Source: an optimization exercise on an open RTL-to-GDS flow (aim: small area). Production flows keep margins and buffers that such runs may drop.
In this exercise RTL edits were held to simulation tests only and were not proved equivalent to the original.
Power and IR drop assume default switching activity.

== run A ==
Design register_file_mp, start of the top module:
module register_file_mp #(
    parameter int DATA_W  = regfile_pkg::DATA_W_DEF,
    parameter int ADDR_W  = regfile_pkg::ADDR_W_DEF,
    parameter int DEPTH   = 32,
    parameter int NREAD   = 2,
    parameter int NWRITE  = 2,
    parameter int ZERO_R0 = 1
) (
    input  logic                     RegisterFileMP_CLK,
    input  logic                     RegisterFileMP_RST,
    input  logic [NREAD*ADDR_W-1:0]  RegisterFileMP_RA,
    output logic [NREAD*DATA_W-1:0]  RegisterFileMP_RD,
    output logic [NREAD-1:0]         RegisterFileMP_RRDY,
    input  logic [NWRITE-1:0]        RegisterFileMP_WE,
    input  logic [NWRITE*ADDR_W-1:0] RegisterFileMP_WA,
    input  logic [NWRITE*DATA_W-1:0] RegisterFileMP_WD,
    input  logic                     RegisterFileMP_RSV,
    input  logic [ADDR_W-1:0]        RegisterFileMP_RSVA,
    input  logic                     RegisterFileMP_FLUSH,
    output logic                     RegisterFileMP_BUSY
);
Size: ~4600 cells after synthesis, about 1000 flip-flops, roughly 160 I/O pins, about 0.046 mm² of cells after synthesis.
clock: 7.0 ns
lec_check: 0
cap_margin: 10
core_margin: 2
core_utilization: 30
place_density: 0.45
setup_slack_margin: 0.15
slew_margin: 10
synth_hierarchical: 1
standard.sh (not shown) runs the stock make flow with config.mk's settings and CLKGATE_MAP_FILE= SYNTH_SCRIPT=/design/flow/synth_recipe.tcl, a recipe that flattens the netlist after the stock synthesis.
==> flow/flow/run.sh <==
#!/bin/bash
# Own layout flow: the standard layout (standard.sh, unchanged synthesis and steps) with
# two settings ORFS takes from the environment:
#  - the clock tree is built from clkbuf_8/clkbuf_16 in larger clusters, without dummy loads;
#  - the input and output ports are buffered with buf_2 cells.
# The make output goes to make_finish.log here; ORFS keeps each step's log under orfs/logs.
set -euo pipefail
export CTS_ARGS="-sink_clustering_enable -repair_clock_nets -dont_use_dummy_load -buf_list {sky130_fd_sc_hd__clkbuf_8 sky130_fd_sc_hd__clkbuf_16} -sink_clustering_size 24 -sink_clustering_max_diameter 120"
export BUFFER_PORTS_ARGS="-buffer_cell sky130_fd_sc_hd__buf_2"
bash standard.sh finish > make_finish.log 2>&1
For run B, these inputs were changed with respect to run A:
diff --git a/flow/flow/run.sh b/flow/flow/run.sh
--- a/flow/flow/run.sh
+++ b/flow/flow/run.sh
@@ -6,5 +6,5 @@
 # The make output goes to make_finish.log here; ORFS keeps each step's log under orfs/logs.
 set -euo pipefail
-export CTS_ARGS="-sink_clustering_enable -repair_clock_nets -dont_use_dummy_load -buf_list {sky130_fd_sc_hd__clkbuf_8 sky130_fd_sc_hd__clkbuf_16} -sink_clustering_size 24 -sink_clustering_max_diameter 120"
+export CTS_ARGS="-sink_clustering_enable -repair_clock_nets -dont_use_dummy_load -buf_list {sky130_fd_sc_hd__clkbuf_8 sky130_fd_sc_hd__clkbuf_16} -sink_clustering_size 30 -sink_clustering_max_diameter 100"
 export BUFFER_PORTS_ARGS="-buffer_cell sky130_fd_sc_hd__buf_2"
 bash standard.sh finish > make_finish.log 2>&1
Results
On sequential cell area share, run A and run B are basically level. For the peak supply drop, run B came in 4.0% lower than run A did. In the flow results for run A and run B, the minimum clock period is smaller on run B. Part of the power in registers in run B is 0.5 points above run A. Overall fraction of global-route tracks in use: run A vs run B, no meaningful difference. Diff run A -> run B: length of routed wiring on met1 rose by 1000 µm; total power fell by 0.66%.
The inputs of run C differ from those of run B as listed below.
Settings: SLEW_MARGIN now 20, was 10; CTS_BUF_LIST now sky130_fd_sc_hd__clkbuf_8 sky130_fd_sc_hd__clkbuf_16, previously not set; CAP_MARGIN now 20, was 10.
diff --git a/flow/flow/run.sh b/flow/flow/run.sh
--- a/flow/flow/run.sh
+++ b/flow/flow/run.sh
@@ -6,5 +6,5 @@
 # The make output goes to make_finish.log here; ORFS keeps each step's log under orfs/logs.
 set -euo pipefail
-export CTS_ARGS="-sink_clustering_enable -repair_clock_nets -dont_use_dummy_load -buf_list {sky130_fd_sc_hd__clkbuf_8 sky130_fd_sc_hd__clkbuf_16} -sink_clustering_size 30 -sink_clustering_max_diameter 100"
+export CTS_ARGS="-sink_clustering_enable -repair_clock_nets -dont_use_dummy_load -buf_list {sky130_fd_sc_hd__clkbuf_8 sky130_fd_sc_hd__clkbuf_16} -sink_clustering_size 24 -sink_clustering_max_diameter 120"
 export BUFFER_PORTS_ARGS="-buffer_cell sky130_fd_sc_hd__buf_2"
 bash standard.sh finish > make_finish.log 2>&1
Notes after the runs:
Between run B and run C, the via count of the first global-routing pass does not differ in any meaningful way. Run C and run B ended up with roughly the same clock-pin slew on the worst setup and hold paths. Compared run B against run C; filler cell count within noise. Run B → run C: worst-case register-to-register setup slack higher, proportion of power drawn by combinational gates neither gained nor lost much, global routing met3 resource utilization essentially unchanged, hold slack decreased 0.010 ns, worst relative slew slack went up by 6.9 points. Looking at endpoint of the worst setup timing path, the RegisterFileMP_RD[16] result is from run B; the RegisterFileMP_RD[25] one comes from run C. Run B → run C: relative area change from synthesis to final layout now sits higher, met1 usage in global routing did not really move.

afterwards: timing with drivers on the ports:
No port has a modelled driver above. Below, the same layouts with a new extraction and two added sets of constraints.
Step 1: set_driving_cell puts a clkbuf_16 on RegisterFileMP_CLK and a buf_2 on each other input, an assumption about the parent block.
Step 2 also shifts input and output timing later by t, the mid clock arrival at the registers, as if the neighbouring blocks saw the same clock.
a / b / c = no drivers / after step 1 / after step 2; a / b = the first two.
run	shift t [ns]	setup slack, ns	clock arrival spread, ns	worst slew at a driven data input, ns
run A	0.771	0.136 / 0.115 / 0.115	0.057 / 0.058	0.07
run B	0.765	0.240 / 0.219 / 0.219	0.079 / 0.080	0.07
run C	0.777	0.230 / 0.209 / 0.209	0.095 / 0.095	0.07
After both steps setup and hold are still met in every run listed.
